What follows belongs to an exercise in optimizing a design on an open flow for a short achievable clock period and few clock cycles; a production flow would make more cautious choices.
The RTL was checked by simulation tests, not by an equivalence proof against the original design.
No activity file was given, so power comes from the tool's default toggle rates.

==> inputs of branch lagoon <==
// shared_icache
module shared_icache
(
   input  wire                    clk,
   input  wire                    reset_i,
   input  icache_pkg::core_vec_t              fetch_req_i,
   input  icache_pkg::addr_t [icache_pkg::NB_CORES-1:0]   fetch_addr_i,
   output icache_pkg::core_vec_t              fetch_gnt_o,
   output icache_pkg::core_vec_t              fetch_rvalid_o,
   output icache_pkg::line_t                  fetch_rdata_o,
   input  wire                    pf_req_i,
   input  icache_pkg::addr_t                  pf_addr_i,
   output logic                   pf_gnt_o,
   output logic                   pf_done_o,
   input  wire                    flush_i,
   output logic                   flush_ack_o,
   output logic                   ar_valid_o,
   output icache_pkg::addr_t                  ar_addr_o,
   input  wire                    ar_ready_i,
   input  wire                    r_valid_i,
   input  icache_pkg::beat_t                  r_data_i,
   input  wire                    r_last_i
);
   localparam int NC    = icache_pkg::NB_CORES;
   localparam int LA_W  = icache_pkg::ADDR_W - icache_pkg::OFFSET_W;    
   localparam int SET_W = icache_pkg::SET_W;
   localparam int TAG_W = icache_pkg::TAG_W;
   localparam int NS    = icache_pkg::NB_SETS;
   localparam int LW    = icache_pkg::LINE_W;
  ...
export LEC_CHECK = 0
export ABC_CLOCK_PERIOD_IN_PS = 3300
export CAP_MARGIN = 40
export CORE_MARGIN = 2
export CORE_UTILIZATION = 45
export SETUP_SLACK_MARGIN = 3.5
export SLEW_MARGIN = 50
export TNS_END_PERCENT = 5
create_clock -name core_clock -period 7.0 [get_ports {clk}]
standard.sh (not shown) runs the stock make flow with config.mk's settings and CLKGATE_MAP_FILE= SYNTH_SCRIPT=/design/flow/synth_recipe.tcl, a recipe that flattens the netlist after the stock synthesis.
==> flow/flow/run.sh <==
#!/bin/bash
# The standard layout (standard.sh), with three changes to how it is made:
# - the port buffers are buf_4 cells instead of the slow delay buffers
#   buffer_ports picks by default (every port still gets its own buffer);
# - gate sizing may swap a cell for one of another footprint
#   (MATCH_CELL_FOOTPRINT=0, the ORFS default), so repair_timing can also
#   resize those port buffers;
# - flow/fastroute.tcl offers the global router less of met1/met2.
# make's full output goes to flow_standard.log here; ORFS's per-step logs stay
# under orfs/logs.
set -euo pipefail
cd "$(dirname "$0")/.."
bash standard.sh MATCH_CELL_FOOTPRINT=0 "BUFFER_PORTS_ARGS=-buffer_cell sky130_fd_sc_hd__buf_4" \
   "FASTROUTE_TCL=$PWD/flow/fastroute.tcl" finish > flow_standard.log 2>&1
==> flow/flow/fastroute.tcl <==
# Global routing layers as the platform sets them, but with less of met1 and
# met2 offered to the global router (cell pins and the met1 rails use much of
# it), so it spreads more wiring onto met3-met5 and the detailed router has
# fewer local conflicts to clean up.
set_global_routing_layer_adjustment met1 0.5
set_global_routing_layer_adjustment met2 0.35
set_global_routing_layer_adjustment met3-$::env(MAX_ROUTING_LAYER) 0.2

set_routing_layers -clock $::env(MIN_CLK_ROUTING_LAYER)-$::env(MAX_ROUTING_LAYER)
set_routing_layers -signal $::env(MIN_ROUTING_LAYER)-$::env(MAX_ROUTING_LAYER)
==> branch yarrow: changes against branch lagoon <==
--- a/flow/design.v
+++ b/flow/design.v
@@ -187,23 +187,18 @@
    logic              f_stale;
    logic [LW-1:0]     f_line;
    assign in_flight = wr_ptr_q - ret_ptr_q;
    logic [QN-1:0]     match;           
    logic              joined;
    logic [QN-1:0]     live_q;          
-   logic [QN-1:0]     mq_q;            
-   always_ff @(posedge clk) begin
-      for (int e = 0; e < QN; e++)
-         mq_q[e] <= (lk_v_q && wr_ptr_q[QI-1:0] == QI'(e)) ? (lk_addr_q == lk_addr_d)
-                                                             : (q_addr[e] == lk_addr_d);
-   end
    logic [QN-1:0]     accd_q;          
    logic [QN-1:0]     nojoin_q;        
    always_comb begin
       for (int e = 0; e < QN; e++)
-         match[e] = MERGE && live_q[e] && !q_stale[e] && !nojoin_q[e] && mq_q[e];
+         match[e] = MERGE && live_q[e] && !q_stale[e] && !nojoin_q[e]
+                    && (q_addr[e] == lk_addr_q);
    end
    assign joined    = |match;
    assign push      = lk_v_q & ~lk_hit & ~joined & (~lk_oh_q[NC] | (in_flight < QP_W'(PF_MAX)));
    assign acc       = ar_v_q & ar_ready_i;
    assign fill      = r_valid_i & r_last_i;
    assign wr_ptr_d  = push ? QP_W'(wr_ptr_q + 1'b1) : wr_ptr_q;
==> flow/flow/run.sh (replaced) <==
#!/bin/bash
# The standard layout (standard.sh), with two changes to how it is made:
# - the port buffers are buf_4 cells instead of the slow delay buffers
#   buffer_ports picks by default (every port still gets its own buffer);
# - gate sizing may swap a cell for one of another footprint
#   (MATCH_CELL_FOOTPRINT=0, the ORFS default), so repair_timing can also
#   resize those port buffers.
# make's full output goes to flow_standard.log here; ORFS's per-step logs stay
# under orfs/logs.
set -euo pipefail
cd "$(dirname "$0")/.."
bash standard.sh MATCH_CELL_FOOTPRINT=0 "BUFFER_PORTS_ARGS=-buffer_cell sky130_fd_sc_hd__buf_4" finish > flow_standard.log 2>&1
==> flow/config.mk (replaced) <==
export PLATFORM = sky130hd
export DESIGN_NAME = shared_icache
export DESIGN_NICKNAME = shared_icache
export VERILOG_FILES = /design/flow/design.v
export SDC_FILE = /design/flow/constraint.sdc
export NUM_CORES = 4
export LEC_CHECK = 0
export ABC_CLOCK_PERIOD_IN_PS = 3300
export CAP_MARGIN = 20
export CORE_MARGIN = 2
export CORE_UTILIZATION = 45
export SETUP_SLACK_MARGIN = 3.5
export SLEW_MARGIN = 20
export TNS_END_PERCENT = 5
removed: flow/flow/fastroute.tcl
==> branch pepper: changes against branch lagoon <==
==> flow/flow/run.sh (replaced) <==
#!/bin/bash
# The standard layout (standard.sh), with two changes to how it is made:
# - the port buffers are buf_4 cells instead of the slow delay buffers
#   buffer_ports picks by default (every port still gets its own buffer);
# - gate sizing may swap a cell for one of another footprint
#   (MATCH_CELL_FOOTPRINT=0, the ORFS default), so repair_timing can also
#   resize those port buffers.
# make's full output goes to flow_standard.log here; ORFS's per-step logs stay
# under orfs/logs.
set -euo pipefail
cd "$(dirname "$0")/.."
bash standard.sh MATCH_CELL_FOOTPRINT=0 "BUFFER_PORTS_ARGS=-buffer_cell sky130_fd_sc_hd__buf_4" finish > flow_standard.log 2>&1
==> flow/config.mk (replaced) <==
export PLATFORM = sky130hd
export DESIGN_NAME = shared_icache
export DESIGN_NICKNAME = shared_icache
export VERILOG_FILES = /design/flow/design.v
export SDC_FILE = /design/flow/constraint.sdc
export NUM_CORES = 4
export LEC_CHECK = 0
export ABC_CLOCK_PERIOD_IN_PS = 3300
export CAP_MARGIN = 20
export CORE_MARGIN = 2
export CORE_UTILIZATION = 45
export SETUP_SLACK_MARGIN = 3.5
export SLEW_MARGIN = 20
export TNS_END_PERCENT = 5
removed: flow/flow/fastroute.tcl
==> run summary <==
Between branch lagoon and branch yarrow, the lower wire length is in branch yarrow (gap 9.3%, measured against branch yarrow). Of branch yarrow and branch pepper, branch pepper has the higher utilization (gap 0.62 points). Via count: branch pepper is larger than branch yarrow (about 3.2%). Of branch pepper and branch lagoon, branch pepper has the higher clock skew (gap 0.0033 ns). Non-clock buffer count, highest first: branch lagoon, branch pepper, branch yarrow. In sequential power, branch yarrow and branch lagoon hardly differ. The highest first-iteration DRC count belongs to branch pepper, the lowest to branch lagoon. Synthesized cell count is about the same in branch yarrow and branch pepper. Sequential share of layout area: branch yarrow is higher than branch pepper (0.75 points). In branch pepper the setup slack is higher than in branch lagoon, by 0.044 ns.
==> figures <==
| quantity | branch lagoon | branch pepper | branch yarrow |
|---|---|---|---|
| Outcome | complete, no violations | complete, no violations | complete, no violations |
| FF+latch area | 190,000 sq um | 190,000 sq um | 189,000 sq um |
| Met1 WL | 340,000 um | 372,000 um | 349,000 um |
| Total standard cell area after synthesis | 251,000 sq um | 251,000 sq um | 251,000 sq um |
| Relative area of non-clock buffer cells in the final design | 4.67% | 3.82% | 3.05% |
| Largest net degree at the start of global routing | 73 | 88 | 125 |
| Slew at the pin closest to its max-slew limit | 0.952 ns | 1.37 ns | 1.29 ns |
| Area of all placed cells without fillers | 294,000 sq um | 292,000 sq um | 288,000 sq um |
| Inserted Diodes | 109 | 72 | 46 |
| Latest clock arrival within the worst-skew pair | 1.22 ns | 1.18 ns | 1.18 ns |
| Sequential share of cell area | 64.4% | 65.0% | 65.7% |
| Fraction of final layout cells with drive strength greater than 1 | 21.1% | 20.4% | 18.8% |
| Worst Setup EP | mq_q[13] | mq_q[2] | rd_q[126] |
| Total CTS buffers | 667 | 668 | 665 |
| Clock share of power | 35.7% | 35.9% | 37.0% |
| Slowest Stage Delay on Critical Path | 0.60 ns | 0.53 ns | 1.00 ns |
| Switching share of power | 27.7% | 27.7% | 27.0% |
| Pre-CTS setup slack | 1.10 ns | 1.10 ns | 1.26 ns |
| Compound-gate portion of the synthesized area | 9.47% | 9.47% | 9.16% |
| Combinational-cell power consumption | 16,600 uW | 16,400 uW | 13,900 uW |
| Total via count in the routed design | 158,000 | 161,000 | 156,000 |
Testbench counts of branch lagoon, summed over its fixed seeds: cycles 10,472.
Testbench counts of branch yarrow, summed over its fixed seeds: cycles 10,472.
Testbench counts of branch pepper, summed over its fixed seeds: cycles 10,472.

==> what the ideal ports hide <==
No port has a modelled driver above. Below, the same layouts with a new extraction and two added sets of constraints.
Step 1 sets driving cells, clkbuf_16 on the clock port and buf_2 on the other inputs (assumed; they add their load-dependent delay and slew).
Step 2 times the ports against the registers' clock, not the clock port: input delays grow and output delays shrink by t, the midpoint of the rising clock arrivals with the driver on.
Three values: ideal ports, drivers, drivers and shift; two values: the first two.
run | t (ns) | setup slack, ns | worst setup path at the end | latest minus earliest clock arrival (ns)
branch lagoon | 1.276 | 3.153 / 3.153 / 1.932 | input to register | 0.105 / 0.105
branch yarrow | 1.271 | 3.160 / 3.160 / 2.209 | input to register | 0.115 / 0.115
branch pepper | 1.257 | 3.197 / 3.210 / 1.963 | input to register | 0.107 / 0.108
After both steps setup and hold are still met in every run listed. For branch pepper, which loses most, drivers alone change the setup slack by +0.013 ns; drivers and shift together by -1.234 ns.
